This is an optimization exercise on Yosys and OpenROAD, whose aim is small area, a short achievable clock period and few clock cycles per item, not a production implementation. Only simulation tests tie the RTL to the original design; equivalence was not proved. Power figures rest on the tool's default switching activity, not on a simulated workload.

==> config.mk <==
export PLATFORM = sky130hd
export DESIGN_NAME = two_phase_lock_table_with_deadlock_check_core
export DESIGN_NICKNAME = two_phase_lock_table_with_deadlock_check_core
export VERILOG_FILES = /design/flow/design.v
export SDC_FILE = /design/flow/constraint.sdc
export NUM_CORES = 8
export LEC_CHECK = 0
export ABC_AREA = 1
export CAP_MARGIN = 30
export CORE_MARGIN = 2
export CORE_UTILIZATION = 40
export SETUP_SLACK_MARGIN = 4
export SLEW_MARGIN = 20
==> constraint.sdc <==
create_clock -name core_clock -period 9.0 [get_ports {clk_i}]
set_input_delay 1.8000 -clock core_clock [delete_from_list [all_inputs] [get_ports {clk_i}]]
set_output_delay 1.8000 -clock core_clock [all_outputs]
set_load 0.01 [all_outputs]
==> design.v <==
package tpl_pkg;
  localparam int TxnSlotsDef    = 16;
  localparam int LockEntriesDef = 64;
  localparam int KeyBitsDef     = 32;
  localparam logic [6:0] RetryReset = 7'd100;
  localparam logic [2:0] CmdBegin  = 3'd0;
  localparam logic [2:0] CmdLockSh = 3'd1;
  localparam logic [2:0] CmdLockEx = 3'd2;
  localparam logic [2:0] CmdUnlock = 3'd3;
  localparam logic [2:0] CmdEnd    = 3'd4;
  localparam logic [2:0] StDone    = 3'd0;
  localparam logic [2:0] StBlocked = 3'd1;
  localparam logic [2:0] StRetry   = 3'd2;
  localparam logic [2:0] StNotHeld = 3'd3;
  localparam logic [2:0] StFull    = 3'd4;
  typedef struct packed {
    logic [2:0]  cmd;
    logic [3:0]  txn_id;
    logic [31:0] record_key;
  } req_t;
  typedef struct packed {
    logic       ok;
    logic [2:0] status;
    logic       deadlock_found;
    logic       victim_valid;
    logic [3:0] victim_slot;
  } rsp_t;
  typedef struct packed {
    logic set_live;
    logic clr_slot;
    logic add_edges;
    logic reach_start;
  } wfg_ctl_t;
endpackage
module two_phase_lock_table_with_deadlock_check_core #(
  parameter int TXN_SLOTS    = tpl_pkg::TxnSlotsDef,
  parameter int LOCK_ENTRIES = tpl_pkg::LockEntriesDef,
  parameter int KEY_BITS     = tpl_pkg::KeyBitsDef
) (
  input  logic          clk_i,
  input  logic          rst_ni,
  input  logic          start_i,
  output logic          busy_o,
  input  logic [38:0]   req_i,
  output logic          done_o,
  output logic [9:0]    rsp_o,
  input  logic          psel,
  input  logic          penable,
  input  logic          pwrite,
  input  logic [2:0]    paddr,
  input  logic [31:0]   pwdata,
  output logic [31:0]   prdata,
  output logic          pready
);
  localparam int N  = LOCK_ENTRIES;
  localparam int T  = TXN_SLOTS;
  localparam int SW = $clog2(TXN_SLOTS);
  localparam int KB = KEY_BITS;
  localparam int NS = 8;          
  localparam int SP = N / NS;     
  localparam int AS = 2;          
  localparam int RS = 2;          
  logic [N-1:0][KB-1:0] key_q;
  logic [N-1:0][T-1:0]  smn_q;    
  logic [N-1:0]         ov_q;
  logic [N-1:0][SW-1:0] os_q;
  logic [T-1:0][T-1:0]  row_q;    
  logic [T-1:0]         live_q;
  logic                 init_q, x_v, s_v, done_q, pend_q, dph_q, stw_q, full_q;
  logic [2:0]           s_cmd;
  logic [SW-1:0]        x_t, s_t;
  logic [T-1:0]         x_dt;
  logic                 x_beg, x_sh, x_ex, x_unl, x_end;
  logic [KB-1:0]        x_key, s_key;
  logic [N-1:0]         x_hk;
  logic                 x_sk;
  logic [NS-1:0]        alloc_q;
  logic [SW-1:0]        dl_t, v_q;
  logic [T-1:0]         dl_dt, dv_q, reach_q;
  logic                 dl_sh;
  logic [N-1:0]         dl_e;
  logic [9:0]           rsp_q;
  logic [6:0]           maxr_q;
  assign pready = 1'b1;
  assign prdata = paddr[2] ? 32'd0 : {25'd0, maxr_q};
  always_ff @(posedge clk_i or negedge rst_ni) begin
    if (!rst_ni) begin
      maxr_q <= tpl_pkg::RetryReset;
    end else if (psel && penable && pwrite && !paddr[2]) begin
      maxr_q <= pwdata[6:0];
    end
  end
  logic [N-1:0][T-1:0] sm;
  logic [N-1:0]        used, hk_eff, hit;
  logic                x_go, dla, dlb;
  assign x_go = x_v && !pend_q;
  assign dla  = pend_q && !dph_q;
  assign dlb  = pend_q && dph_q;
  always_comb begin
    for (int i = 0; i < N; i++) begin
      sm[i]     = ~smn_q[i];
      used[i]   = ov_q[i] | ~(&smn_q[i]);
      hk_eff[i] = x_hk[i];
    end
    for (int k = 0; k < NS; k++) begin
      if (alloc_q[k]) hk_eff[k*SP] = x_sk;
    end
    for (int i = 0; i < N; i++) begin
      hit[i]  = hk_eff[i] & used[i];
    end
  end
  logic          rd_ov;
  logic [SW-1:0] rd_os;
  logic [T-1:0]  rd_sm;
  logic          found;
  always_comb begin
    rd_ov = 1'b0;
    rd_os = '0;
    rd_sm = '0;
    for (int i = 0; i < N; i++) begin
      rd_ov = rd_ov | (hk_eff[i] & ov_q[i]);
      rd_os = rd_os | ((hk_eff[i] & ov_q[i]) ? os_q[i] : SW'(0));
      rd_sm = rd_sm | (hk_eff[i] ? sm[i] : T'(0));
    end
  end
  assign found = |hit;
  logic [T-1:0] dos, others, edges;
  logic         x_lock, own, shr, oth_nz, grant_sh, upgrade, blocked;
  assign x_lock   = x_sh | x_ex;
  assign own      = rd_ov && (rd_os == x_t);
  assign shr      = |(rd_sm & x_dt);
  assign others   = rd_sm & ~x_dt;
  assign oth_nz   = |others;
  assign dos      = rd_ov ? (T'(1) << rd_os) : T'(0);
  assign grant_sh = !rd_ov || own;
  assign upgrade  = !rd_ov && !oth_nz;
  assign blocked  = x_lock && found && (x_sh ? !grant_sh : !(own || upgrade));
  assign edges    = x_sh ? dos : (dos | others);
  logic [NS-1:0] st_free, alloc_sel, alloc_do;
  logic          any_free_st, full, st_wait, lk_new;
  always_comb begin
    for (int k = 0; k < NS; k++) begin
      st_free[k] = !used[(k*SP + N - 1) % N];
    end
    alloc_sel = '0;
    for (int k = NS - 1; k >= 0; k--) begin
      if (st_free[k]) alloc_sel = NS'(1) << k;
    end
  end
  assign any_free_st = |st_free;
  assign full        = &used;
  assign st_wait     = x_lock && !any_free_st && !(stw_q && full_q);
  assign lk_new      = x_go && x_lock && !found && any_free_st;
  assign alloc_do    = lk_new ? alloc_sel : '0;
  logic [T-1:0] anc, anc_prev;
  logic         anc_conv, dlk, pend_set, x_fin;
  always_comb begin
    anc = '0;
    for (int u = 0; u < T; u++) begin
      anc[u] = |(row_q[u] & x_dt);
    end
    anc_prev = anc;
    for (int s = 0; s < AS; s++) begin
      anc_prev = anc;
      for (int u = 0; u < T; u++) begin
        anc[u] = anc[u] | (|(row_q[u] & anc_prev));
      end
    end
  end
  assign anc_conv = (anc == anc_prev);
  assign dlk      = (rd_ov && anc[rd_os]) || |(((x_ex ? rd_sm : '0) | x_dt) & anc);
  assign x_fin    = x_go && !st_wait;
  assign pend_set = x_fin && blocked && (dlk || !anc_conv);
  logic [T-1:0]  rprev, rk, cand;
  logic          r_conv, r_cyc, has;
  logic [SW-1:0] vic;
  always_comb begin
    rprev = reach_q;
    rk    = reach_q;
    for (int s = 0; s < RS; s++) begin
      rprev = rk;
      for (int j = 0; j < T; j++) begin
        if (rprev[j]) rk = rk | row_q[j];
      end
    end
    cand = (rk | dl_dt) & live_q;
    vic  = '0;
    for (int j = 0; j < T; j++) begin
      if (cand[j]) vic = SW'(j);
    end
  end
  assign r_conv = (rk == rprev);
  assign r_cyc  = rk[dl_t];
  assign has    = |cand;
  logic [N-1:0] pass_e;
  logic         pass, rg_ok;
  assign pass  = |(dl_e & pass_e);
  assign rg_ok = dlb && (maxr_q != 7'd0);
  logic dla_done, dla_go_b;
  assign dla_done = dla && r_conv && (!r_cyc || !has);
  assign dla_go_b = dla && r_conv && r_cyc && has;
  logic          col_clr, m_all, m_hit, p_hit, ov_set_hit, ov_clr_hit;
  logic [T-1:0]  dclr, dset, omask;
  logic [SW-1:0] cslot, oslot;
  assign col_clr    = (x_go && x_end) || dlb;
  assign cslot      = dlb ? v_q : x_t;
  assign oslot      = dlb ? dl_t : x_t;
  assign dclr       = init_q ? {T{1'b1}} : (dlb ? dv_q : x_dt);
  assign dset       = dlb ? dl_dt : x_dt;
  assign omask      = dlb ? dv_q : x_dt;
  assign m_all      = init_q || col_clr;
  logic sh_go, ex_go, unl_go;
  assign sh_go      = x_fin && x_sh;
  assign ex_go      = x_fin && x_ex;
  assign unl_go     = x_go && x_unl;
  logic [N-1:0][T-1:0]  nx_smn;
  logic [N-1:0]         nx_ov;
  logic [N-1:0][SW-1:0] nx_os;
  always_comb begin
    for (int i = 0; i < N; i++) begin
      logic m_i, p_i, clr_i, set_i, own_i, oth_i, up_i, rg_i;
      own_i     = ov_q[i] && (os_q[i] == cslot);
      oth_i     = |(sm[i] & ~omask);
      up_i      = !ov_q[i] && !oth_i;
      pass_e[i] = (!ov_q[i] || own_i) && (dl_sh || !oth_i);
      rg_i      = dl_e[i] && rg_ok && pass_e[i];
      m_i   = m_all || (hit[i] && ((ex_go && up_i) || (unl_go && !own_i)));
      p_i   = (hit[i] && sh_go && (!ov_q[i] || own_i)) || (rg_i && dl_sh);
      clr_i = init_q || (col_clr && own_i) || (hit[i] && unl_go && own_i);
      set_i = (hit[i] && ex_go && up_i) || (rg_i && !dl_sh);
      for (int k = 0; k < NS; k++) begin
        if (i == (k*SP + N - 1) % N) begin
          p_i   = p_i || (alloc_do[k] && x_sh);
          set_i = set_i || (alloc_do[k] && x_ex);
        end
      end
      nx_smn[i] = ~({T{p_i}} & dset) & (({T{m_i}} & dclr) | smn_q[i]);
      nx_ov[i]  = (ov_q[i] && !clr_i) || set_i;
      nx_os[i]  = set_i ? oslot : os_q[i];
    end
  end
  always_ff @(posedge clk_i) begin
    for (int j = 0; j < N; j++) begin
      key_q[j] <= key_q[(j + N - 1) % N];
      smn_q[j] <= nx_smn[(j + N - 1) % N];
      ov_q[j]  <= nx_ov[(j + N - 1) % N];
      os_q[j]  <= nx_os[(j + N - 1) % N];
    end
    for (int k = 0; k < NS; k++) begin
      if (st_free[k]) begin
        key_q[k*SP] <= x_key;
      end
    end
  end
  logic add_edges;
  assign add_edges = x_fin && blocked;
  always_ff @(posedge clk_i) begin
    for (int a = 0; a < T; a++) begin
      if (init_q) begin
        row_q[a] <= '0;
      end else if (col_clr) begin
        if (a == int'(cslot)) begin
          row_q[a] <= '0;
        end else begin
          row_q[a][cslot] <= 1'b0;
        end
      end else if (add_edges && (a == int'(x_t))) begin
        row_q[a] <= row_q[a] | edges;
      end
    end
    if (init_q) begin
      live_q <= '0;
    end else if (col_clr) begin
      live_q[cslot] <= 1'b0;
    end else if (x_go && x_beg) begin
      live_q[x_t] <= 1'b1;
    end
  end
  logic       run_ok;
  logic [2:0] run_st;
  always_comb begin
    run_ok = 1'b0;
    run_st = tpl_pkg::StDone;
    if (x_beg || x_end) begin
      run_ok = 1'b1;
    end else if (x_unl) begin
      run_ok = own || shr;
      run_st = (own || shr) ? tpl_pkg::StDone : tpl_pkg::StNotHeld;
    end else if (x_lock) begin
      if (!found) begin
        run_ok = any_free_st;
        run_st = any_free_st ? tpl_pkg::StDone : tpl_pkg::StFull;
      end else begin
        run_ok = !blocked;
        run_st = blocked ? tpl_pkg::StBlocked : tpl_pkg::StDone;
      end
    end
  end
  logic [9:0] rsp_d;
  logic       done_d;
  always_comb begin
    if (dla) begin
      rsp_d = {1'b0, tpl_pkg::StBlocked, r_cyc, 5'b0};
    end else if (dlb) begin
      rsp_d = {!pass ? 1'b0 : (maxr_q != 7'd0),
               !pass ? tpl_pkg::StBlocked : ((maxr_q != 7'd0) ? tpl_pkg::StDone : tpl_pkg::StRetry),
               1'b1, 1'b1, 4'(v_q)};
    end else begin
      rsp_d = {run_ok, run_st, 6'b0};
    end
  end
  assign done_d = (x_fin && !pend_set) || dla_done || dlb;
  logic          accept, x_free, x_load;
  logic [KB-1:0] cam_key;
  logic [2:0]    ld_cmd;
  logic [SW-1:0] ld_t;
  logic [N-1:0]  hk_in;
  logic          sk_in;
  assign busy_o  = s_v || init_q;
  assign accept  = start_i && !busy_o;
  assign x_free  = !x_v || x_fin;
  assign x_load  = x_free && (s_v || accept);
  assign cam_key = s_v ? s_key : req_i[KB-1:0];
  assign ld_cmd  = s_v ? s_cmd : req_i[38:36];
  assign ld_t    = s_v ? s_t : req_i[35:32];
  assign sk_in   = (cam_key == x_key);
  always_comb begin
    for (int i = 0; i < N; i++) begin
      hk_in[i] = (key_q[i] == cam_key);
    end
  end
  always_ff @(posedge clk_i or negedge rst_ni) begin
    if (!rst_ni) begin
      init_q  <= 1'b1;
      x_v     <= 1'b0;
      s_v     <= 1'b0;
      done_q  <= 1'b0;
      pend_q  <= 1'b0;
      dph_q   <= 1'b0;
      alloc_q <= '0;
      stw_q   <= 1'b0;
    end else begin
      stw_q   <= x_go && st_wait;
      init_q  <= 1'b0;
      x_v     <= x_load || (x_v && !x_fin);
      s_v     <= (s_v && !x_free) || (accept && !x_free);
      done_q  <= done_d;
      pend_q  <= pend_set || (pend_q && !dla_done && !dlb);
      dph_q   <= dla_go_b;
      alloc_q <= alloc_do;
    end
  end
  always_ff @(posedge clk_i) begin
    if (!s_v) begin
      s_cmd <= req_i[38:36];
      s_t   <= req_i[35:32];
      s_key <= req_i[31:0];
    end
    if (x_load) begin
      x_t   <= ld_t;
      x_dt  <= T'(1) << ld_t;
      x_beg <= (ld_cmd == tpl_pkg::CmdBegin);
      x_sh  <= (ld_cmd == tpl_pkg::CmdLockSh);
      x_ex  <= (ld_cmd == tpl_pkg::CmdLockEx);
      x_unl <= (ld_cmd == tpl_pkg::CmdUnlock);
      x_end <= (ld_cmd == tpl_pkg::CmdEnd);
      x_key <= cam_key;
      x_sk  <= sk_in;
      for (int i = 0; i < N; i++) begin
        x_hk[(i + 1) % N] <= hk_in[i];
      end
    end else begin
      for (int i = 0; i < N; i++) begin
        x_hk[(i + 1) % N] <= hk_eff[i];
      end
    end
    if (!pend_q) begin
      dl_t    <= x_t;
      dl_dt   <= x_dt;
      dl_sh   <= x_sh;
      reach_q <= row_q[x_t] | edges;
      for (int i = 0; i < N; i++) begin
        dl_e[(i + 1) % N] <= hit[i];
      end
    end else begin
      if (dla) begin
        reach_q <= rk;
      end
      for (int i = 0; i < N; i++) begin
        dl_e[(i + 1) % N] <= dl_e[i];
      end
    end
    if (dla) begin
      v_q  <= vic;
      dv_q <= T'(1) << vic;
    end
    rsp_q  <= rsp_d;
    full_q <= full;
  end
  assign done_o = done_q;
  assign rsp_o  = rsp_q;
endmodule
==> run.sh <==
#!/bin/bash
# synth_recipe.tcl (not shown) runs the flow's synth.tcl, then flattens the netlist and writes it again
# the make line also repeats each setting of config.mk as NAME=value (left out here)
make -C /OpenROAD-flow-scripts/flow DESIGN_CONFIG=/design/flow/config.mk WORK_HOME=/design/flow/orfs CLKGATE_MAP_FILE= SYNTH_SCRIPT=/design/flow/synth_recipe.tcl finish
==> results of run 1 <==
==> registers in the layout, indices dropped and copies added, names as in the netlist, 32 cells and up <==
register,count
dl_e,64
key_q,2048
os_q,256
ov_q,64
row_q,256
s_key,32
smn_q,1024
x_hk,64
x_key,32
==> layout by cell type (no fill, tap or decap), types with 49 or more instances in the layout <==
cell and instances:
nor4_1 433, buf_12 82, nand3_1 552, clkinvlp_4 55, nor2_4 103, dfxtp_2 54
o21ai_0 1228, dfxtp_1 3786, clkbuf_8 109, nand2_4 54, or2_2 215, a21oi_1 2503
edfxtp_1 115, clkinv_2 76, nor2_1 1545, buf_6 51, nor3_1 227, nand4_1 559
inv_2 55, o22ai_1 824, xor2_1 1187, clkbuf_16 434, inv_1 1473, clkdlybuf4s50_1 70
o211ai_1 100, buf_4 878, nand2_1 3700, a221oi_1 60, a41oi_1 49, nand2_2 69
a31oi_1 100, nor2_2 101, xnor2_1 908, nor4_2 53, clkbuf_1 69, diode_2 279
o2111ai_1 89
==> cell type report <==
class | count | area share (%)
diodes | 279 | 0.336
clock buffers | 607 | 6.02
clock inverters | 165 | 1.08
inverters | 1609 | 3.03
multi-input cells | 15400 | 41.8
flip-flops and latches | 3979 | 38.9
well taps | 5904 | 3.55
repair buffers | 1163 | 5.28
repair inverters | 1 | 0.00421
==> worst max-delay path: stages, from the launching register on <==
cell and delay [ns]:
dfxtp_1 0.31, buf_4 0.29, clkinvlp_4 0.51, o22ai_1 1.20, nor4_1 0.13, nand3b_1 0.32
nor2_1 0.07, nand4_1 0.08, buf_4 0.24, nand2_1 0.09, nand2_1 0.09, nor2_1 0.04
nand2_1 0.06, o21ai_1 0.07, nand2_1 0.20, nand3_4 0.12, buf_12 0.17, inv_16 0.16
buf_6 0.32, buf_8 0.33, nand2_1 0.15, nand2_1 0.09, nand2_2 0.12
==> cells by family (layout without fill, tap and decap cells) <==
| logic type | after synthesis | after routing | share of synthesized area [%] |
|---|---|---|---|
| buffers and inverters | 2907 | 3545 | 6.89 |
| adder cells (fa/ha/maj) | 14 | 14 | 0.0991 |
| flip-flops | 3979 | 3979 | 45.8 |
| XOR/XNOR | 2095 | 2095 | 10.4 |
| other | 2 | 306 | 0.00425 |
| AO/OA/AOI/OAI | 5341 | 5341 | 17.0 |
| AND/OR/NAND/NOR | 7921 | 7926 | 19.9 |
==> per-stage QoR <==
step | hold WS (ns) | power, mW | util (%) | worst slack (ns) | std cells
detailed placement | 0.347 | 64.6 | 42.5 | 2.29 | 27800
global route | 0.322 | 89.7 | 47.1 | 3.85 | 28900
global placement | 0.346 | 64.3 | 42.2 | 1.95 | 27700
CTS | 0.310 | 84.9 | 46.5 | 4.00 | 28700
floorplan | 0.331 | 44.3 | - | 4.58 | 22300
finish | 0.309 | 90.3 | 47.2 | 3.54 | 29100
==> worst paths after layout <==
| kind | depth (start not counted) | from | slack [ns] | endpoint |
|---|---|---|---|---|
| max in group asynchronous | 2 | rst_ni | 7.24 | dph_q |
| setup reg to reg | 22 | x_hk[36] | 3.54 | done_q |
| min in group asynchronous | 2 | rst_ni | 0.94 | maxr_q[3] |
| hold / removal | 0 | key_q[988] | 0.31 | key_q[1020] |
| hold reg to reg | 0 | key_q[988] | 0.31 | key_q[1020] |
| setup / recovery | 22 | x_hk[36] | 3.54 | done_q |
==> synth_stat cells, drive strengths merged (52+ instances only) <==
cell type	number	area share (%)
o2111ai	93	0.46
inv	1589	3.4
o22ai	838	3.0
a31oi	100	0.35
or2	219	0.78
xnor2	908	4.5
a221oi	64	0.32
nor3	246	0.71
a21oi	2512	7.1
dfxtp	3842	44
nand4	560	2.0
nor2	1748	3.8
nor4	508	1.8
nand3	576	1.7
edfxtp	115	2.0
clkbuf	638	1.4
o211ai	108	0.48
xor2	1187	5.9
nand2	3844	8.2
a32o	52	0.30
buf	660	2.1
o21ai	1307	3.7
==> per-layer routing <==
layer	wire (um)	vias to the layer above	part of all wire, %	track usage, %
met5	9490	-	0.69	12.1
met4	143000	214	10	48.0
met3	241000	6167	18	39.0
met2	492000	20800	36	73.7
met1	485000	97600	35	66.2
li1	-	76300	-	-
==> power by group through the flow <==
stage                     logic [mW]  clock network [mW]  registers, mW
final                           43.8                18.9           27.5
after global routing            42.6                19.5           27.7
after CTS                       39.0                18.7           27.2
after detailed placement        37.1                   0           27.5
after global placement          36.7                   0           27.6
after floorplan                 19.0                   0           25.4
==> timing repair <==
item                       in CTS  in global routing
pin swaps                      53                 47
setup buffers                 131                 69
hold buffers                    0                  0
gates cloned                    5                  3
resized for setup             405                261
setup endpoints to repair    1768                825
==> summary.txt, run 1 <==
* Multi-input gate area at about 87000 sq um
* Worst-Skew Late Latency at 1.11 ns
* Post-route cell area at 208000 sq um
* Worst EP required at ~9.9 ns
* Rows at 244
* Status: finished clean
* I/O Buffers at 71
* Mapped Avg Cell Area at 7.94 sq um
* Initial antenna violation count at about 260
* H-tree depth at 5
* Post-DP HPWL at 1010000 um
* Sequential Power Share at 30.5%
* #FFs+latches synth at 3979
* Switching part of the total power at 51.1%
* RSZ-0062 raised after global routing: true
* Root Buffer Master: clkbuf_16
* Die ar. at 447000 sq um
* Cts bufs inserted at 423
* Post-synth EDFFs at 115
* Setup violations, final at 0
* Nets at 22.7k
* Congestion Overflow GR at 0
* Routability cong. at 1.24
* Via count at 201k
* First-pass GRT wire length at 1740000 um
* Setup Skew at ~0.1 ns
* Cell count after synthesis at between 20k and 25k
* Post-synthesis sequential area ratio at 45.8%
* Fillers at 43.4k
* Yosys cell types at 81
* TNS Setup at 0 ns
* Drt wl/cell at about 47 um
* MaxCap Viol Count at 0
* Worst setup path class: register to register
* PD cells at 434 nW/um^2
* Final hold violation count at 0
* Vias in the first global route at 176k
* Psw at 46.1 mW
* Post-DR vias/cell at 6.91
* Post-route ant nets at 0
* Crit start category: register
* Ys Warns at 1
* Post-synth top flop: dfxtp_1
* Clk pin slew, worst setup/hold paths at 0.07 ns
* # DRC at 0
* TritonCTS clock tree: yes
* CORE AREA at 441000 sq um
* Register area at 81000 sq um
* Min-delay worst type: register to register
* Share of cells above drive strength 1 at 12.2%
* DRT Wirelength at 1370000 um
* Int Power at 44.2 mW
* Critical Path AT at 6.36 ns
* Slew @ Worst Pin at 1.39 ns
* Synth-to-Final Area Change at 17.7%
* Fin. max-slew vios at 0
* Comb power frac at 48.5%
* Ports at between 100 and 150
* Ys async rst share at 0.553%
* CP endpoint kind: register
* Die height at roughly 670 um
* Pleak at around 87 nW
* 1st-pass router iterations at 14
* Worst slew margin at 7.01%
* Post-DP Area at 188000 sq um
* Longest Clk Path Bufs at 4
* Mapped Area at approximately 180000 sq um
* Achievable Freq at 0.183 GHz
* Final Cycle Share at 60.6%
* Largest net degree at the start of global routing at approximately 140
* Num Clock Sinks at 3979
* Drt initial violations at 40.1k
* GRT Overall Usage at 58.5%
* Die Width at 669 um
* Initial core utilization at 40.1%
* Final Critical Period at about 5.5 ns
* Peak VDD IR at 388 uV
* Critical Path Fanout Max at 23
* Clock power frac at 21.0%
Testbench counts, summed over its fixed seeds: cycles 12,603, items 12,000.
==> run 2, diff against run 1 <==
--- a/config.mk
+++ b/config.mk
@@ -10,4 +10,7 @@
 export CORE_MARGIN = 2
-export CORE_UTILIZATION = 40
-export SETUP_SLACK_MARGIN = 4
+export CORE_UTILIZATION = 60
+export CTS_BUF_LIST = sky130_fd_sc_hd__clkbuf_8
+export CTS_CLUSTER_DIAMETER = 80
+export CTS_CLUSTER_SIZE = 30
+export SETUP_SLACK_MARGIN = 4.5
 export SLEW_MARGIN = 20
==> summary.txt, run 2 <==
* GRT Overall Usage at a little over nine tenths
* Tool Error: [ERROR GRT-0116] Global routing finished with congestion. Check the congestion regions in the DRC Viewer.
* Adder-Cell Fraction of Synth Area at 0.0991%
* CTS Hold Bufs at 0
* Rows at 199
* Vias in the first global route at about 220k
* Xor-xnor portion of the synthesized cell area at about a tenth
* Congestion Overflow GR at 8531
* Post-synth EDFFs at 115
* Ports at around 130
* Longest Clk Path Bufs at 4
* Fail Step: 5_1_grt
* Post-synth top area share at 43.5%
* Die height at 547 um
* Commonest cells post-synth: 3842 x dfxtp_1, 3824 x nand2_1, 2511 x a21oi_1
* Cts bufs inserted at 191
* Post-synthesis sequential area ratio at 45.8%
* I/O Buffers at 71
* Simple-Gate Fraction of Synth Area at 19.9%
* Post-DP HPWL at 890000 um
* Status: aborted with a tool error
* Mapped Area at 177000 sq um
* Synth Area in Compound Gates at between 10% and 20%
* Die Width at 547 um
* Routability cong. at 1.37
* Num Clock Sinks at 3979
* Ys async rst share at 0.553%
* Mapped Avg Cell Area at 7.94 sq um
* Largest family of logic cells by synthesized area: simple AND/OR/NAND/NOR gates
* First-pass GRT wire length at about 2000000 um
* Root Buffer Master: clkbuf_8
* Largest net degree at the start of global routing at 80
* H-tree depth at 4
* Post-synth top flop: dfxtp_1
* Initial core utilization at between 60% and 70%
* Post-synthesis mux area share at 0%
* #FFs+latches synth at 3979
* Number of instances in the placed design at 25.6k
* Cell count after synthesis at 22.3k
* Ys Warns at 1
* Top cells by area, synth: dfxtp_1 44%, nand2_1 8.1%, a21oi_1 7.1%
* Top cell type by total area after synthesis: dfxtp_1
* Most frequent cell after synthesis: dfxtp_1
* Yosys cell types at 81
==> run 2: cell counts after synthesis <==
No cell type changed its count.
==> run 2: per-stage QoR <==
step	hold WS (ns)	setup WS [ns]	power, mW	instance area (sq um)	utilization [%]
3_5_place_dp	0.345	1.99	62.5	182000	62.1
4_1_cts	0.223	4.46	74.9	192000	65.5
2_1_floorplan	0.331	4.58	44.3	177000	-
3_3_place_gp	0.340	2.30	60.0	182000	61.9
==> run 2: cells by family after synthesis <==
kind of cell,after synthesis
XOR/XNOR,2095
buffers and inverters,2907
adder cells (fa/ha/maj),14
AND/OR/NAND/NOR,7921
flip-flops,3979
other,2
AO/OA/AOI/OAI,5341
==> run 2: power groups by stage <==
stage               registers [mW]  clock network [mW]  logic [mW]
floorplan                     25.4                   0        19.0
global placement              27.4                   0        32.6
detailed placement            27.9                   0        34.6
CTS                           27.7                8.58        38.7
==> run 2: worst max-delay path by stage <==
stage	startpoint	endpoint	slack (ns)
4_1_cts	x_sk	row_q[51]	4.46
3_5_place_dp	smn_q[1017]	os_q[207]	1.99
3_3_place_gp	smn_q[1017]	x_hk[2]	2.30
2_1_floorplan	start_i	x_beg	4.58
==> run 2: timing repair <==
item                       4_1_cts
gates resized for setup        836
setup buffers                  272
setup endpoints to repair     1794
pin swaps                       76
hold endpoints to repair         0
gates cloned                     6
==> run 2: metal layers <==
| layer | overflow | track usage (%) |
|---|---|---|
| met1 | 1183 | 94.7 |
| met2 | 4179 | 103 |
| met3 | 1244 | 89.9 |
| met4 | 1828 | 92.6 |
| met5 | 97 | 79.0 |
==> run 3, diff against run 2 <==
--- a/design.v
+++ b/design.v
@@ -151,3 +151,3 @@
   assign full        = &used;
-  assign st_wait     = x_lock && !any_free_st && !(stw_q && full_q);
+  assign st_wait     = x_lock && !found && !any_free_st && !(stw_q && full_q);
   assign lk_new      = x_go && x_lock && !found && any_free_st;
@@ -172,3 +172,3 @@
   assign x_fin    = x_go && !st_wait;
-  assign pend_set = x_fin && blocked && (dlk || !anc_conv);
+  assign pend_set = x_go && blocked && (dlk || !anc_conv);
   logic [T-1:0]  rprev, rk, cand;
@@ -212,4 +212,4 @@
   logic sh_go, ex_go, unl_go;
-  assign sh_go      = x_fin && x_sh;
-  assign ex_go      = x_fin && x_ex;
+  assign sh_go      = x_go && x_sh;
+  assign ex_go      = x_go && x_ex;
   assign unl_go     = x_go && x_unl;
@@ -255,3 +255,3 @@
   logic add_edges;
-  assign add_edges = x_fin && blocked;
+  assign add_edges = x_go && blocked;
   always_ff @(posedge clk_i) begin
@@ -313,3 +313,4 @@
   logic          accept, x_free, x_load;
-  logic [KB-1:0] cam_key;
+  logic [N-1:0]  s_hk;
+  logic          sk_s, sk_r;
   logic [2:0]    ld_cmd;
@@ -322,9 +323,10 @@
   assign x_load  = x_free && (s_v || accept);
-  assign cam_key = s_v ? s_key : req_i[KB-1:0];
   assign ld_cmd  = s_v ? s_cmd : req_i[38:36];
   assign ld_t    = s_v ? s_t : req_i[35:32];
-  assign sk_in   = (cam_key == x_key);
+  assign sk_r    = (req_i[KB-1:0] == x_key);
+  assign sk_s    = (s_key == x_key);
+  assign sk_in   = s_v ? sk_s : sk_r;
   always_comb begin
     for (int i = 0; i < N; i++) begin
-      hk_in[i] = (key_q[i] == cam_key);
+      hk_in[i] = (key_q[i] == req_i[KB-1:0]);
     end
@@ -357,2 +359,9 @@
       s_key <= req_i[31:0];
+      for (int i = 0; i < N; i++) begin
+        s_hk[(i + 1) % N] <= hk_in[i];
+      end
+    end else begin
+      for (int i = 0; i < N; i++) begin
+        s_hk[(i + 1) % N] <= s_hk[i];
+      end
     end
@@ -366,6 +375,6 @@
       x_end <= (ld_cmd == tpl_pkg::CmdEnd);
-      x_key <= cam_key;
+      x_key <= s_v ? s_key : req_i[KB-1:0];
       x_sk  <= sk_in;
       for (int i = 0; i < N; i++) begin
-        x_hk[(i + 1) % N] <= hk_in[i];
+        x_hk[(i + 1) % N] <= s_v ? s_hk[i] : hk_in[i];
       end
--- a/config.mk
+++ b/config.mk
@@ -10,6 +10,3 @@
 export CORE_MARGIN = 2
-export CORE_UTILIZATION = 60
-export CTS_BUF_LIST = sky130_fd_sc_hd__clkbuf_8
-export CTS_CLUSTER_DIAMETER = 80
-export CTS_CLUSTER_SIZE = 30
+export CORE_UTILIZATION = 40
 export SETUP_SLACK_MARGIN = 4.5
==> summary.txt, run 3 <==
* Status: aborted with a tool error
* Fail Step: 5_1_grt
* Tool Error: [ERROR GRT-0116] Global routing finished with congestion. Check the congestion regions in the DRC Viewer.
* Post-synthesis sequential area ratio at between 40% and 50%
* Post-synth top flop: dfxtp_1
* GRT Overall Usage at 61.3%
* Post-synth top area share at 43.5%
* Rows at between 200 and 250
* Ports at between 100 and 150
* Cts bufs inserted at 436
* Congestion Overflow GR at 31
* Synth Area in Compound Gates at roughly 21%
* Post-synth EDFFs at approximately 120
* Largest net degree at the start of global routing at roughly 130
* Yosys cell types at 91
* Longest Clk Path Bufs at 4
* Most frequent cell after synthesis: nand2_1
* Cell count after synthesis at 23.2k
* Number of instances in the placed design at around 29k
* Top cell type by total area after synthesis: dfxtp_1
* #FFs+latches synth at roughly 4.0k
* Ys Warns at 1
* Die Width at between 600 and 700 um
* Mapped Avg Cell Area at approximately 7.7 sq um
* H-tree depth at 5
* Commonest cells post-synth: 3972 x nand2_1, 3906 x dfxtp_1, 2116 x o21ai_0
* Vias in the first global route at 202k
* Post-synthesis mux area share at 0%
* Post-DP HPWL at 978000 um
* Routability cong. at 1.45
* Die height at 674 um
* I/O Buffers at 71
* Simple-Gate Fraction of Synth Area at 19.5%
* Root Buffer Master: clkbuf_16
* CTS Hold Bufs at 0
* First-pass GRT wire length at 1910000 um
* Initial core utilization at 40.1%
* Ys async rst share at 0.544%
* Post-DP Area at 188000 sq um
* Xor-xnor portion of the synthesized cell area at 6.30%
* Top cells by area, synth: dfxtp_1 44%, nand2_1 8.3%, o21ai_0 5.9%
* Adder-Cell Fraction of Synth Area at 0.0906%
* Largest family of logic cells by synthesized area: compound AO/OA/AOI/OAI gates
* Mapped Area at around 180000 sq um
* Num Clock Sinks at 4043
## run 3: worst min-delay path by stage
| stage | end | start | cells past startpoint | slack [ns] |
|---|---|---|---|---|
| floorplan | key_q[1011] | key_q[979] | 0 | 0.33 |
| global placement | key_q[493] | key_q[461] | 0 | 0.33 |
| detailed placement | key_q[2032] | key_q[2000] | 0 | 0.34 |
| CTS | key_q[1319] | key_q[1287] | 0 | 0.27 |
## run 3: power groups by stage
stage,Sequential (mW),Clock [mW],Combinational (mW)
after floorplan,25.5,0,14.1
after global placement,28.0,0,26.8
after detailed placement,28.0,0,26.8
after CTS,27.6,19.3,29.3
## run 3: what timing repair did
item	CTS
setup endpoints to repair	1780
cloned	6
pin swaps	74
gates resized for setup	605
buffers inserted	222
hold endpoints to repair	0
## run 3: layer usage
layer,overflow,global-route usage (%)
met1,0,66.8
met2,13,71.8
met3,2,48.1
met4,16,52.9
met5,0,30.6
## run 3: cells by family after synthesis
kind of cell / count (synthesis)
fa+ha+maj: 13
buf+inv: 3450
flops: 4043
other cells: 2
compound gates: 6387
xor+xnor: 1292
simple gates: 8012
## run 3: metrics by stage
stage | setup WS (ns) | hold WS (ns) | util, %
after global placement | 2.37 | 0.332 | 41.9
after detailed placement | 2.64 | 0.336 | 42.0
after CTS | 4.39 | 0.271 | 46.4
after floorplan | 5.05 | 0.331 | -
Testbench counts of run 3, summed over its fixed seeds: cycles 12,602, items 12,000.
==> run 4, diff against run 3 <==
--- a/design.v
+++ b/design.v
@@ -209,3 +209,3 @@
   assign dset       = dlb ? dl_dt : x_dt;
-  assign omask      = dlb ? dv_q : x_dt;
+  assign omask      = dclr;    
   assign m_all      = init_q || col_clr;
--- a/config.mk
+++ b/config.mk
@@ -11,2 +11,3 @@
 export CORE_UTILIZATION = 40
+export PLACE_DENSITY = 0.5
 export SETUP_SLACK_MARGIN = 4.5
==> summary.txt, run 4 <==
* Num Clock Sinks at 4043
* Top cells by area, synth: dfxtp_1 44%, nand2_1 8.5%, a21oi_1 7.2%
* Crit start category: register
* Cts bufs inserted at 432
* Status: complete, but fails checks
* CTS Hold Bufs at 0
* FF-to-FF setup slack at about 4.1 ns
* Root Buffer Master: clkbuf_16
* Switching part of the total power at 48.6%
* Pwr Total at 85.6 mW
* Post-route ant nets at 3
* Fin. max-slew vios at 0
* I/O Buffers at 71
* Synth Area in Compound Gates at 21.1%
* Simple-Gate Fraction of Synth Area at 19.4%
* Congestion Overflow GR at 0
* Largest Register: key_q
* Min-delay worst type: register to register
* # DRC at 0
* CORE AREA at 441000 sq um
* Post-DP Area at roughly 190000 sq um
* Max reg flops at around 2.0k
* Final Cycle Share at 54.8%
* Worst setup path class: register to register
* Vias in the first global route at 182k
* DRT Wirelength at 1410000 um
* Nets at 23.3k
* Setup violations, final at 0
* Worst path slowest cell: dfxtp_1
* Sequential Power Share at roughly a third
* Number of instances in the placed design at 28.1k
* Initial antenna violation count at 268
* Final Critical Period at slightly below 5 ns
* Multi-input gate area at 87900 sq um
* Int Power at 44.0 mW
* Fail Reasons: antenna rules
* Critical Path Fanout Max at 10
* Achievable Freq at 0.203 GHz
* TritonCTS clock tree: yes
* Largest registers: key_q (2048), smn_q (1024)
* Clk pin slew, worst setup/hold paths at 0.07 ns
* Xor-xnor portion of the synthesized cell area at ~6.1%
* Top routing layer used: met5
* Comb power frac at 44.1%
* Drt wl/cell at 47.3 um
* Share of cells above drive strength 1 at 15.4%
* Worst-path cell chain: nand2_2 > o22ai_2 > nor4_1 > and3_1 > nand2_1 > nor2_2 > buf_4 > nand2_4 > inv_1 > nor2_4 > inv_1 > nor2_1 > nand2_1 > nand2_1 > buf_4 > clkinv_2 > nand3_4 > o21ai_0 > inv_1
* Die height at 669 um
* Routability cong. at around 1.2
* Register area at between 80000 and 90000 sq um
* Commonest cells after routing, fill and taps aside: 3846 x nand2_1, 3761 x dfxtp_1, 2534 x a21oi_1
* Worst-Skew Late Latency at 1.14 ns
* Mapped Area at 177000 sq um
* Fillers at 43.0k
* Clock power frac at between 20% and 30%
* Critical Path AT at roughly 5.9 ns
* Met3 WL post-DR at 260000 um
* Drt initial violations at around 43k
* Post-synthesis mux area share at 0.0954%
* Peak VDD IR at 327 uV
* Setup Skew at 0.162 ns
* Ports at 125
* Post-DP HPWL at 1020000 um
* GRT Overall Usage at about three fifths
* Largest family of logic cells by synthesized area: compound AO/OA/AOI/OAI gates
* Final std cells w/o fill at 29.8k
* Dpl ws at 2.38 ns
* Initial core utilization at 40.1%
* Slew @ Worst Pin at 1.27 ns
* Die Width at 669 um
* Final WS setup at 4.06 ns
* Yosys cell types at a little under 80
* Mapped Avg Cell Area at 7.81 sq um
* CP endpoint kind: register
* MaxCap Viol Count at 0
* #FFs+latches synth at 4043
* Worst slew margin at 15.4%
* Worst EP required at between 9 and 10 ns
* Die ar. at 448000 sq um
* Via count at between 200k and 250k
* Longest Clk Path Bufs at 4
* Ys Warns at 1
* 1st-pass router iterations at 13
* Post-synth EDFFs at 115
* Most frequent cell after synthesis: nand2_1
* RSZ-0062 raised after global routing: true
* Synth-to-Final Area Change at 21.6%
* PD cells at roughly 400 nW/um^2
* TNS Setup at 0 ns
* Fin Hold WS at slightly below 0.3 ns
* Post-route cell area at 215000 sq um
* Rows at 244
* Post-synth top flop: dfxtp_1
* Top cell type by total area after synthesis: dfxtp_1
* Post-DR vias/cell at 7.10
* Pleak at 87.7 nW
* Commonest cells post-synth: 4028 x nand2_1, 3906 x dfxtp_1, 2552 x a21oi_1
* CP peak stage delay at 0.84 ns
* First-pass GRT wire length at approximately 1800000 um
* DR WL met2 at 495000 um
* WL met1 at between 400000 and 500000 um
* H-tree depth at 5
* Commonest non-fill, non-tap cell in the layout: nand2_1
* Psw at ~42 mW
* Adder-Cell Fraction of Synth Area at 0.0918%
* Cell count after synthesis at 22.7k
* Post-synthesis sequential area ratio at 46.4%
* Final Core Density at 48.8%
* Ys async rst share at 0.544%
* Post-synth top area share at between 40% and 50%
* Largest net degree at the start of global routing at 128
* Final hold violation count at 0
run 4: cell count changes after synthesis, sizes merged, moves of 31 or more:
cell	delta
or2	+79
inv	-486
o21ai	-522
nor3	-51
clkbuf	+66
a21oi	+501
o2111ai	+31
nor2	-180
xor2	-67
nand2	+50
run 4: final timing paths:
path	start	to	cells past startpoint
min	key_q[19]	key_q[51]	0
max reg2reg	ov_q[12]	reach_q[1]	19
min in group asynchronous	rst_ni	done_q	2
max	ov_q[12]	reach_q[1]	19
max in group asynchronous	rst_ni	alloc_q[3]	2
min reg2reg	key_q[19]	key_q[51]	0
run 4: power by group through the flow:
stage / registers (mW) / clock network (mW) / logic, mW
after global routing: 28.3 / 20.1 / 36.5
after floorplan: 25.6 / 0 / 14.0
final: 28.2 / 19.6 / 37.7
after detailed placement: 28.1 / 0 / 28.2
after global placement: 28.1 / 0 / 28.1
after CTS: 27.8 / 19.4 / 32.4
run 4: area by class of cell:
cell class | count | area share [%]
antenna | 302 | 0.351
inverter | 1603 | 3.06
clock buffer | 610 | 5.87
multi-input combinational | 15700 | 40.8
sequential | 4043 | 38.3
clock inverter | 191 | 1.25
timing repair inverter | 2 | 0.00639
timing repair buffer | 1441 | 6.94
tap | 5904 | 3.43
run 4: logic make-up after synthesis:
group | Yosys count
compound gates | 6457
xor+xnor | 1225
fa+ha+maj | 13
buf+inv | 3000
flops | 4043
mux | 15
other cells | 2
simple gates | 7910
run 4: timing repair:
action | in CTS | in global routing
cloned | 24 | 22
gates resized for setup | 968 | 632
setup buffers | 306 | 160
endpoints found under the setup margin | 1785 | 1168
pin swaps | 123 | 162
run 4: routing by layer:
metal  vias up  GRT usage (%)
met4       184           48.2
met5         -           10.2
li1      79600              -
met1    102000           68.9
met2     23400           72.6
met3      6453           38.6
run 4: critical path: cells and delay by family, from the launching register on:
family	cells	cell delay, ns
buffers and inverters	6	1.07
AO/OA/AOI/OAI	2	0.80
flip-flops	1	0.84
AND/OR/NAND/NOR	11	2.06
Testbench counts of run 4, summed over its fixed seeds: cycles 12,602, items 12,000.
==> run 5, diff against run 4 <==
--- a/design.v
+++ b/design.v
@@ -68,3 +68,3 @@
   logic [T-1:0]         live_q;
-  logic                 init_q, x_v, s_v, done_q, pend_q, dph_q, stw_q, full_q;
+  logic                 busy_q, init_q, x_v, s_v, done_q, pend_q, dph_q, stw_q, full_q;
   logic [2:0]           s_cmd;
@@ -75,4 +75,2 @@
   logic [N-1:0]         x_hk;
-  logic                 x_sk;
-  logic [NS-1:0]        alloc_q;
   logic [SW-1:0]        dl_t, v_q;
@@ -104,5 +102,2 @@
     end
-    for (int k = 0; k < NS; k++) begin
-      if (alloc_q[k]) hk_eff[k*SP] = x_sk;
-    end
     for (int i = 0; i < N; i++) begin
@@ -136,3 +131,4 @@
   assign upgrade  = !rd_ov && !oth_nz;
-  assign blocked  = x_lock && found && (x_sh ? !grant_sh : !(own || upgrade));
+  logic [N-1:0] blk_e;
+  assign blocked  = x_lock && (|blk_e);
   assign edges    = x_sh ? dos : (dos | others);
@@ -140,10 +136,12 @@
   logic          any_free_st, full, st_wait, lk_new;
+  logic [NS-1:0] st_free_q, below;
+  assign st_free = st_free_q;
   always_comb begin
     for (int k = 0; k < NS; k++) begin
-      st_free[k] = !used[(k*SP + N - 1) % N];
-    end
-    alloc_sel = '0;
-    for (int k = NS - 1; k >= 0; k--) begin
-      if (st_free[k]) alloc_sel = NS'(1) << k;
+      below[k] = 1'b0;
+      for (int j = 0; j < k; j++) begin
+        below[k] = below[k] | st_free[j];
+      end
     end
+    alloc_sel = st_free & ~below;
   end
@@ -151,3 +149,3 @@
   assign full        = &used;
-  assign st_wait     = x_lock && !found && !any_free_st && !(stw_q && full_q);
+  assign st_wait     = x_lock && !any_free_st && !(stw_q && full_q);
   assign lk_new      = x_go && x_lock && !found && any_free_st;
@@ -172,3 +170,3 @@
   assign x_fin    = x_go && !st_wait;
-  assign pend_set = x_go && blocked && (dlk || !anc_conv);
+  assign pend_set = x_fin && blocked && (dlk || !anc_conv);
   logic [T-1:0]  rprev, rk, cand;
@@ -212,4 +210,4 @@
   logic sh_go, ex_go, unl_go;
-  assign sh_go      = x_go && x_sh;
-  assign ex_go      = x_go && x_ex;
+  assign sh_go      = x_fin && x_sh;
+  assign ex_go      = x_fin && x_ex;
   assign unl_go     = x_go && x_unl;
@@ -225,2 +223,3 @@
       pass_e[i] = (!ov_q[i] || own_i) && (dl_sh || !oth_i);
+      blk_e[i]  = hit[i] && (x_sh ? (ov_q[i] && !own_i) : !(own_i || up_i));
       rg_i      = dl_e[i] && rg_ok && pass_e[i];
@@ -255,3 +254,3 @@
   logic add_edges;
-  assign add_edges = x_go && blocked;
+  assign add_edges = x_fin && blocked;
   always_ff @(posedge clk_i) begin
@@ -319,4 +318,4 @@
   logic          sk_in;
-  assign busy_o  = s_v || init_q;
-  assign accept  = start_i && !busy_o;
+  assign busy_o  = busy_q;
+  assign accept  = start_i && !busy_q;
   assign x_free  = !x_v || x_fin;
@@ -336,2 +335,3 @@
       init_q  <= 1'b1;
+      busy_q  <= 1'b1;
       x_v     <= 1'b0;
@@ -341,3 +341,2 @@
       dph_q   <= 1'b0;
-      alloc_q <= '0;
       stw_q   <= 1'b0;
@@ -348,2 +347,3 @@
       s_v     <= (s_v && !x_free) || (accept && !x_free);
+      busy_q  <= (s_v && !x_free) || (accept && !x_free);
       done_q  <= done_d;
@@ -351,3 +351,2 @@
       dph_q   <= dla_go_b;
-      alloc_q <= alloc_do;
     end
@@ -376,3 +375,2 @@
       x_key <= s_v ? s_key : req_i[KB-1:0];
-      x_sk  <= sk_in;
       for (int i = 0; i < N; i++) begin
@@ -380,2 +378,5 @@
       end
+      for (int k = 0; k < NS; k++) begin
+        if (alloc_do[k]) x_hk[k*SP] <= sk_in;
+      end
     end else begin
@@ -406,2 +407,5 @@
     rsp_q  <= rsp_d;
+    for (int k = 0; k < NS; k++) begin
+      st_free_q[k] <= !used[(k*SP + N - 2) % N];
+    end
     full_q <= full;
--- a/config.mk
+++ b/config.mk
@@ -11,2 +11,5 @@
 export CORE_UTILIZATION = 40
+export CTS_BUF_LIST = sky130_fd_sc_hd__clkbuf_8
+export CTS_CLUSTER_DIAMETER = 80
+export CTS_CLUSTER_SIZE = 30
 export PLACE_DENSITY = 0.5
==> summary.txt, run 5 <==
* Dpl ws at just over 2 ns
* Mapped Avg Cell Area at 7.64 sq um
* Cts bufs inserted at 221
* GRT Overall Usage at around 75%
* Largest net degree at the start of global routing at 97
* Ports at 125
* Cell count after synthesis at 23.4k
* Status: aborted with a tool error
* First-pass GRT wire length at between 2000000 and 2500000 um
* Fail Step: 5_1_grt
* Die Width at approximately 670 um
* Synth Area in Compound Gates at 21.3%
* Congestion Overflow GR at approximately 1.1k
* #FFs+latches synth at 4043
* Mapped Area at 179000 sq um
* Simple-Gate Fraction of Synth Area at approximately a fifth
* Post-synthesis mux area share at less than 1%
* Largest family of logic cells by synthesized area: compound AO/OA/AOI/OAI gates
* Die height at 673 um
* Post-synth top area share at between 40 and 50%
* Most frequent cell after synthesis: nand2_1
* Vias in the first global route at 219k
* Adder-Cell Fraction of Synth Area at less than 1%
* Commonest cells post-synth: 4456 x nand2_1, 3914 x dfxtp_1, 2328 x a21oi_1
* Num Clock Sinks at 4043
* Ys Warns at 1
* Ys async rst share at 0.371%
* Top cell type by total area after synthesis: dfxtp_1
* Tool Error: [ERROR GRT-0116] Global routing finished with congestion. Check the congestion regions in the DRC Viewer.
* Rows at 245
* Xor-xnor portion of the synthesized cell area at 5.67%
* Longest Clk Path Bufs at 4
* CTS Hold Bufs at 0
* Top cells by area, synth: dfxtp_1 44%, nand2_1 9.3%, a21oi_1 6.5%
* I/O Buffers at 71
* Post-synthesis sequential area ratio at 45.9%
* Routability cong. at 1.23
* Initial core utilization at 40.2%
* Root Buffer Master: clkbuf_8
* Post-synth top flop: dfxtp_1
* Post-DP HPWL at about 1100000 um
* Yosys cell types at 74
* H-tree depth at 4
* Post-DP Area at 191000 sq um
* Post-synth EDFFs at around 110
[run 5: per-stage QoR]
stage          cells  hold slack [ns]  util (%)
3_5_place_dp   29000            0.340      43.0
4_1_cts        29900            0.299      46.8
3_3_place_gp   29000            0.335      42.7
2_1_floorplan  23500            0.331         -
[run 5: layer usage]
metal | GRT overflow | track usage [%]
met2 | 526 | 89.9
met5 | 3 | 28.2
met3 | 16 | 60.6
met4 | 519 | 72.1
met1 | 5 | 76.6
[run 5: how the worst max path moves through the flow]
stage,from,end,depth (start not counted),slack (ns)
4_1_cts,x_dt[15],done_q,34,4.17
3_5_place_dp,pend_q,done_q,26,2.04
3_3_place_gp,pend_q,row_q[124],22,1.85
2_1_floorplan,paddr[2],prdata[0],2,5.05
[run 5: cells by family after synthesis]
logic type	after synthesis
multiplexers	35
flip-flops	4043
XOR/XNOR	1159
adder cells (fa/ha/maj)	14
other	2
AO/OA/AOI/OAI	6536
AND/OR/NAND/NOR	8334
buffers and inverters	3318
[run 5: power by group through the flow]
stage | clock network (mW) | registers (mW) | logic (mW)
4_1_cts | 9.93 | 29.6 | 43.3
3_5_place_dp | 0 | 30.0 | 36.9
3_3_place_gp | 0 | 30.1 | 36.9
2_1_floorplan | 0 | 26.7 | 15.4
[run 5: timing repair]
| action | in CTS |
|---|---|
| buffers inserted | 445 |
| gates resized for setup | 1469 |
| pin swaps | 242 |
| cloned | 67 |
| setup endpoints to repair | 1785 |
Testbench counts of run 5, summed over its fixed seeds: cycles 12,603, items 12,000.
==> run 6, diff against run 5 <==
--- a/config.mk
+++ b/config.mk
@@ -11,3 +11,2 @@
 export CORE_UTILIZATION = 40
-export CTS_BUF_LIST = sky130_fd_sc_hd__clkbuf_8
 export CTS_CLUSTER_DIAMETER = 80
@@ -15,3 +14,3 @@
 export PLACE_DENSITY = 0.5
-export SETUP_SLACK_MARGIN = 4.5
+export SETUP_SLACK_MARGIN = 4.2
 export SLEW_MARGIN = 20
==> summary.txt, run 6 <==
* Die height at 673 um
* Tool Error: [ERROR GRT-0116] Global routing finished with congestion. Check the congestion regions in the DRC Viewer.
* Commonest cells post-synth: 4456 x nand2_1, 3914 x dfxtp_1, 2328 x a21oi_1
* Post-synth top flop: dfxtp_1
* Num Clock Sinks at 4043
* Top cell type by total area after synthesis: dfxtp_1
* Post-DP Area at 190000 sq um
* Fail Step: 5_1_grt
* Most frequent cell after synthesis: nand2_1
* Cell count after synthesis at 23.4k
* CTS Hold Bufs at 0
* Vias in the first global route at 202k
* Number of instances in the placed design at 28.9k
* #FFs+latches synth at 4043
* Ports at 125
* Initial core utilization at 40.2%
* Yosys cell types at 74
* Post-synth EDFFs at 114
* Post-synthesis sequential area ratio at approximately 46%
* Longest Clk Path Bufs at 4
* Mapped Area at 179000 sq um
* Cts bufs inserted at 224
* Top cells by area, synth: dfxtp_1 44%, nand2_1 9.3%, a21oi_1 6.5%
* GRT Overall Usage at 66.8%
* Congestion Overflow GR at 70
* Mapped Avg Cell Area at 7.64 sq um
* Die Width at 673 um
* Routability cong. at roughly 1.2
* Ys Warns at 1
* Ys async rst share at 0.371%
* H-tree depth at 4
* I/O Buffers at 71
* Post-DP HPWL at about 1000000 um
* Dpl ws at 2.05 ns
* Largest net degree at the start of global routing at 152
* Status: aborted with a tool error
* First-pass GRT wire length at 2060000 um
* Root Buffer Master: clkbuf_16
* Rows at 245
* Post-synth top area share at a little over two fifths
==> run 6: cell counts after synthesis <==
Identical to the previous run, type by type.
==> run 6: power by group through the flow <==
stage / clock, mW / sequential [mW] / combinational (mW)
4_1_cts: 12.7 / 29.6 / 36.3
2_1_floorplan: 0 / 26.7 / 15.4
3_5_place_dp: 0 / 30.1 / 33.5
3_3_place_gp: 0 / 30.1 / 33.5
==> run 6: cells by family after synthesis <==
| group | count (synthesis) | share of synthesized area, % |
|---|---|---|
| muxes | 35 | 0.220 |
| adders and majority gates | 14 | 0.0978 |
| other | 2 | 0.00419 |
| DFF | 4043 | 45.9 |
| AOI/OAI and AO/OA | 6536 | 21.3 |
| and+or+nand+nor | 8334 | 19.7 |
| buffers and inverters | 3318 | 7.19 |
| xor gates and xnor gates | 1159 | 5.67 |
==> run 6: worst max path at each step <==
| stage | startpoint | to | slack [ns] | cells after the start |
|---|---|---|---|---|
| 2_1_floorplan | start_i | x_beg | 4.39 | 4 |
| 3_3_place_gp | x_dt[5] | done_q | 1.86 | 32 |
| 3_5_place_dp | x_dt[5] | done_q | 2.05 | 30 |
| 4_1_cts | x_dt[15] | done_q | 4.09 | 34 |
==> run 6: per-layer routing <==
layer,GRT usage [%],overflow
met1,69.4,0
met2,85.5,44
met3,46.2,1
met4,64.7,25
met5,15.8,0
==> run 6: timing repair <==
action / in CTS
gates cloned: 28
endpoints found under the setup margin: 1784
pin swaps: 119
buffers inserted: 213
gates resized for setup: 720
==> run 7, diff against run 6 <==
--- a/config.mk
+++ b/config.mk
@@ -11,6 +11,4 @@
 export CORE_UTILIZATION = 40
-export CTS_CLUSTER_DIAMETER = 80
-export CTS_CLUSTER_SIZE = 30
-export PLACE_DENSITY = 0.5
-export SETUP_SLACK_MARGIN = 4.2
+export PLACE_DENSITY = 0.45
+export SETUP_SLACK_MARGIN = 4.5
 export SLEW_MARGIN = 20
==> summary.txt, run 7 <==
* TNS Setup at 0 ns
* Grt met3 use at 38.1%
* Simple-Gate Fraction of Synth Area at 19.7%
* Final Critical Period at 5.04 ns
* Commonest cells after routing, fill and taps aside: 4202 x nand2_1, 3812 x dfxtp_1, 2304 x a21oi_1
* Rows at ~250
* Largest family of logic cells by synthesized area: compound AO/OA/AOI/OAI gates
* Worst-Skew Late Latency at roughly 1.1 ns
* Critical Path AT at 6.00 ns
* Worst-path cell chain: nand4_1 > or3_1 > nor2_4 > nor2_1 > inv_1 > nand4_1 > nor4_4 > nand2_1 > nor3_2 > buf_6 > nand2_8 > clkinv_16 > nand4_1 > nand3_4 > buf_12 > nand2_2 > o21ai_1
* Achievable Freq at 0.198 GHz
* Peak VDD IR at roughly 340 uV
* Slew @ Worst Pin at 1.30 ns
* #FFs+latches synth at around 4.0k
* Setup Skew at 0.107 ns
* Worst Path Buf+Inv at 4
* Post-synth EDFFs at 114
* Post-route cell area at roughly 220000 sq um
* Fillers at 43.3k
* Worst EP required at 9.95 ns
* # DRC at 0
* Top cell type by total area after synthesis: dfxtp_1
* Top cells by area, synth: dfxtp_1 44%, nand2_1 9.3%, a21oi_1 6.5%
* Post-synthesis mux area share at 0.220%
* Clk pin slew, worst setup/hold paths at 0.07 ns
* CTS Hold Bufs at 0
* Status: finished clean
* Post-DP HPWL at 1000000 um
* Post-synthesis sequential area ratio at 45.9%
* Die height at 673 um
* Via count at 217k
* Root Buffer Master: clkbuf_16
* Post-DP Area at 190000 sq um
* Worst setup path class: register to register
* Final hold violation count at 0
* Cts bufs inserted at 433
* TritonCTS clock tree: yes
* H-tree depth at 5
* GRT Overall Usage at 58.5%
* Post-synth top flop: dfxtp_1
* Nets at ~24k
* RSZ-0062 raised after global routing: true
* Most frequent cell after synthesis: nand2_1
* M2 GR Usage at between 70% and 80%
* Cell count after synthesis at 23.4k
* Ys Warns at 1
* Yosys cell types at 74
* Crit path max-delay family: simple AND/OR/NAND/NOR gates
* Max reg flops at 2048
* Vias in the first global route at 185k
* Largest net degree at the start of global routing at 129
* Worst slew margin at 13.1%
* Critical Path Fanout Max at 8
* DRT Wirelength at 1420000 um
* Drt wl/cell at 46.3 um
* Post-DR vias/cell at 7.07
* Die ar. at 453000 sq um
* First-pass GRT wire length at 1780000 um
* Global routing usage on met1 at 66.6%
* Most used routing layer: met2
* Min-delay worst type: register to register
* Routability cong. at 1.18
* PD cells at 428 nW/um^2
* Synth Area in Compound Gates at 21.3%
* Setup violations, final at 0
* Final Cycle Share at 56.0%
* Worst path slowest cell: nand4_1
* Fin. max-slew vios at 0
* Ys async rst share at 0.371%
* I/O Buffers at 71
* Share of cells above drive strength 1 at around 16%
* Commonest cells post-synth: 4456 x nand2_1, 3914 x dfxtp_1, 2328 x a21oi_1
* Post-route ant nets at 0
* Longest Clk Path Bufs at 4
* Xor-xnor portion of the synthesized cell area at under 10%
* Post-synth top area share at a little over two fifths
* Crit start category: register
* 1st-pass router iterations at 28
* Synth-to-Final Area Change at 24.2%
* MaxCap Viol Count at 0
* CP peak stage delay at between 0.8 and 0.9 ns
* Drt initial violations at 46.9k
* Ports at 125
* CP dominant cell by count: nand4_1
* Largest registers: key_q (2048), smn_q (1024)
* Pleak at 94.1 nW
* Adder-Cell Fraction of Synth Area at less than 1%
* Commonest non-fill, non-tap cell in the layout: nand2_1
* Congestion Overflow GR at 0
* Initial antenna violation count at 248
* Largest Register: key_q
* CP endpoint kind: register
* Mapped Area at ~180000 sq um
* Initial core utilization at roughly two fifths
* Mapped Avg Cell Area at 7.64 sq um
* Num Clock Sinks at 4043
* Die Width at 673 um
* CORE AREA at 446000 sq um
## run 7: cell type report
class / count / area [sq um] / share of cell area, %
sequential: 4043 / 82300 / 37.0
clock buffer: 642 / 12900 / 5.80
multi-input combinational: 16100 / 90100 / 40.5
antenna: 277 / 693 / 0.312
clock inverter: 163 / 2190 / 0.983
tap: 5928 / 7420 / 3.33
timing repair buffer: 1670 / 19300 / 8.69
inverter: 1837 / 7420 / 3.34
timing repair inverter: 3 / 45.0 / 0.0202
## run 7: layer usage
layer | share of wire (%) | routed length, um
met1 | 34 | 489000
met2 | 36 | 505000
met3 | 18 | 259000
met4 | 11 | 159000
met5 | 0.61 | 8650
## run 7: cell families (layout without fill, tap and decap cells)
kind of cell / Yosys count / in the layout
flip-flops: 4043 / 4043
AO/OA/AOI/OAI: 6536 / 6536
other: 2 / 304
multiplexers: 35 / 35
buffers and inverters: 3318 / 4315
AND/OR/NAND/NOR: 8334 / 8347
XOR/XNOR: 1159 / 1159
adder cells (fa/ha/maj): 14 / 14
## run 7: power breakdown
part | switching (mW) | leakage (nW) | internal [mW]
clock network | 8.41 | 7.38 | 11.0
registers | 6.27 | 33.7 | 23.7
logic | 33.5 | 53.0 | 12.4
## run 7: final timing paths
check,start,to,slack (ns),depth (start not counted)
worst max register to register,smn_q[216],os_q[67],3.96,17
worst max-delay path,smn_q[216],os_q[67],3.96,17
min in group asynchronous,rst_ni,maxr_q[1],1.09,2
max in group asynchronous,rst_ni,init_q,7.55,2
worst min-delay path,key_q[1356],key_q[1388],0.31,0
worst min register to register,key_q[1356],key_q[1388],0.31,0
## run 7: what timing repair did
item,in CTS,in global routing
setup endpoints to repair,1789,1084
setup buffers,348,245
pin swaps,157,318
gates cloned,52,52
gates resized for setup,1131,945
## run 7: worst reg2reg max path: cells and delay by family (launching register included)
family	cells	cell delay, ns
buffers and inverters	4	0.81
AO/OA/AOI/OAI	1	0.10
flip-flops	1	0.55
AND/OR/NAND/NOR	12	3.50
## run 7: through the flow
stage	hold WS, ns	setup WS [ns]	utilization, %	total power [mW]	std cells
after global placement	0.335	1.75	42.3	62.7	28800
final	0.307	3.96	49.9	95.2	30700
after CTS	0.299	4.44	48.0	86.2	30100
after detailed placement	0.337	2.10	42.6	62.9	28900
after global routing	0.310	4.27	49.8	93.8	30500
after floorplan	0.331	5.05	-	42.1	23500
==> run 8, diff against run 7 <==
--- a/config.mk
+++ b/config.mk
@@ -11,4 +11,3 @@
 export CORE_UTILIZATION = 40
-export PLACE_DENSITY = 0.45
-export SETUP_SLACK_MARGIN = 4.5
+export SETUP_SLACK_MARGIN = 4
 export SLEW_MARGIN = 20
==> summary.txt, run 8 <==
* Ports at 125
* Post-DR vias/cell at 7.09
* Mapped Avg Cell Area at roughly 7.6 sq um
* Critical Path AT at 6.42 ns
* Initial core utilization at between 40% and 50%
* Crit start category: register
* Largest Register: key_q
* Root Buffer Master: clkbuf_16
* 1st-pass router iterations at 28
* Rows at 245
* Most frequent cell after synthesis: nand2_1
* H-tree depth at 5
* Fillers at 44.1k
* # DRC at 0
* Num Clock Sinks at 4043
* Commonest cells after routing, fill and taps aside: 4347 x nand2_1, 3908 x dfxtp_1, 2325 x a21oi_1
* Peak VDD IR at around 280 uV
* Vias in the first global route at 184k
* CP endpoint kind: register
* Worst slew margin at between 10% and 20%
* Final hold violation count at 0
* First-pass GRT wire length at 1800000 um
* Setup Skew at 0.116 ns
* Largest net degree at the start of global routing at 116
* Via count at 215k
* Post-synthesis sequential area ratio at 45.9%
* Clk pin slew, worst setup/hold paths at around 0.07 ns
* MaxCap Viol Count at 0
* Final Critical Period at 5.52 ns
* Setup violations, final at 0
* Worst setup path class: register to register
* Worst path slowest cell: dfrtp_4
* Commonest non-fill, non-tap cell in the layout: nand2_1
* Max reg flops at 2048
* Worst EP required at 9.90 ns
* Post-route cell area at 214000 sq um
* Largest registers: key_q (2048), smn_q (1024)
* CP dominant cell by count: nand2_1
* Post-synth EDFFs at 114
* TNS Setup at 0 ns
* Die Width at just under 700 um
* Yosys cell types at 74
* CP peak stage delay at about 0.48 ns
* Post-synth top flop: dfxtp_1
* #FFs+latches synth at 4043
* Slew @ Worst Pin at 1.30 ns
* Share of cells above drive strength 1 at 12.2%
* Pleak at 90.1 nW
* Top cell type by total area after synthesis: dfxtp_1
* Drt wl/cell at ~46 um
* Final Core Density at 47.9%
* CTS Hold Bufs at 0
* Critical Path Fanout Max at 28
* Status: finished clean
* Post-synth top area share at 43.7%
* Drt initial violations at between 40k and 50k
* Commonest cells post-synth: 4456 x nand2_1, 3914 x dfxtp_1, 2328 x a21oi_1
* Post-DP HPWL at around 1000000 um
* I/O Buffers at 71
* Routability cong. at roughly 1.2
* Final Cycle Share at between 60% and 70%
* Worst-Skew Late Latency at 1.12 ns
* Post-DP Area at 190000 sq um
* Die ar. at 453000 sq um
* Achievable Freq at 0.181 GHz
* Ys Warns at 1
* RSZ-0062 raised after global routing: true
* Ys async rst share at 0.371%
* CORE AREA at 446000 sq um
* Post-route ant nets at 0
* Top cells by area, synth: dfxtp_1 44%, nand2_1 9.3%, a21oi_1 6.5%
* GRT Overall Usage at between 50 and 60%
* Longest Clk Path Bufs at 4
* Synth-to-Final Area Change at 19.2%
* Cell count after synthesis at 23.4k
* Mapped Area at 179000 sq um
* PD cells at between 400 and 500 nW/um^2
* Fin. max-slew vios at 0
* Nets at 23.8k
* DRT Wirelength at ~1400000 um
* Cts bufs inserted at 440
* Congestion Overflow GR at 0
* Die height at ~670 um
* TritonCTS clock tree: yes
* Initial antenna violation count at around 310
* Min-delay worst type: register to register
[run 8: cell counts after synthesis]
Identical to the previous run, type by type.
[run 8: layout make-up]
cell class / count / area, sq um / area share (%)
Antenna cell: 334 / 836 / 0.391
Clock buffer: 615 / 12700 / 5.96
Clock inverter: 206 / 2870 / 1.34
Inverter: 1837 / 7180 / 3.36
Multi-Input combinational cell: 16100 / 87700 / 41.0
Sequential cell: 4043 / 82200 / 38.5
Tap cell: 5928 / 7420 / 3.47
Timing Repair Buffer: 1275 / 12700 / 5.95
[run 8: cell families (layout without fill, tap and decap cells)]
kind of cell,Yosys count,after routing,share of synthesized area (%)
and+or+nand+nor,8334,8348,19.7
AOI/OAI and AO/OA,6536,6536,21.3
DFF,4043,4043,45.9
buffers and inverters,3318,3933,7.19
xor gates and xnor gates,1159,1159,5.67
muxes,35,35,0.220
adders and majority gates,14,14,0.0978
other,2,361,0.00419
[run 8: final timing paths]
check / depth (start not counted) / slack [ns] / start / endpoint
setup / recovery: 28 / 3.48 / pend_q / row_q[217]
hold / removal: 0 / 0.28 / key_q[16] / key_q[48]
setup reg to reg: 28 / 3.48 / pend_q / row_q[217]
hold reg to reg: 0 / 0.28 / key_q[16] / key_q[48]
max in group asynchronous: 2 / 7.40 / rst_ni / s_v
min in group asynchronous: 2 / 1.10 / rst_ni / done_q
[run 8: layer usage]
| layer | routed length (um) | global-route usage (%) |
|---|---|---|
| met4 | 148000 | 47.7 |
| met3 | 269000 | 40.4 |
| met5 | 7060 | 10.7 |
| met1 | 487000 | 68.2 |
| met2 | 500000 | 73.2 |
[run 8: critical path, delay by kind of cell (launching register included)]
kind / cells / cell delay (ns)
compound gates: 3 / 0.33
buf+inv: 8 / 1.64
flops: 1 / 0.48
simple gates: 17 / 2.62
[run 8: what timing repair did]
item,in CTS,in global routing
pin swaps,62,58
gates resized for setup,453,311
setup endpoints to repair,1765,1108
setup buffers,154,100
gates cloned,18,10
endpoints found under the hold margin,0,0
[run 8: per-stage QoR]
stage	power, mW	setup WS (ns)	std cells	hold slack (ns)
floorplan	42.1	4.39	23500	0.331
global placement	62.0	2.09	28800	0.336
detailed placement	61.9	2.25	28900	0.336
CTS	83.2	3.95	29900	0.290
global route	88.8	3.61	30100	0.298
finish	89.5	3.48	30400	0.280
[run 8: report_power, final]
part           switching, mW  leakage, nW  total, mW  internal, mW
registers               6.27         33.8       29.9          23.7
clock network           8.62         7.68       20.0          11.4
logic                   30.4         48.7       39.6          9.22

re-timing with driven ports:
The results above use ideal ports. As a check the final layouts listed here were re-extracted and re-timed, cells and wires unchanged. Step 1 assumes that a clkbuf_16 drives the clock port and a buf_2 every other input. Step 2 also shifts input and output timing later by t, the mid clock arrival at the registers, as if the neighbouring blocks saw the same clock. Three values: ideal ports, drivers, drivers and shift; two values: the first two.
run | shift t [ns] | setup slack, ns | worst register clock-pin slew, ns | worst slew at a driven data input, ns | pins driven straight from the clock port
run 1 | 1.198 | 3.545 / 3.545 / 2.975 | 0.08 / 0.08 | 0.08 | 1
run 4 | 1.199 | 4.064 / 4.064 / 3.034 | 0.07 / 0.07 | 0.67 | 1
run 7 | 1.178 | 3.958 / 3.958 / 3.293 | 0.08 / 0.08 | 0.25 | 1
run 8 | 1.212 | 3.481 / 3.481 / 2.821 | 0.08 / 0.08 | 0.13 | 1
For run 4, which loses most, drivers alone change the setup slack by 0.000 ns; drivers and shift together by -1.030 ns.
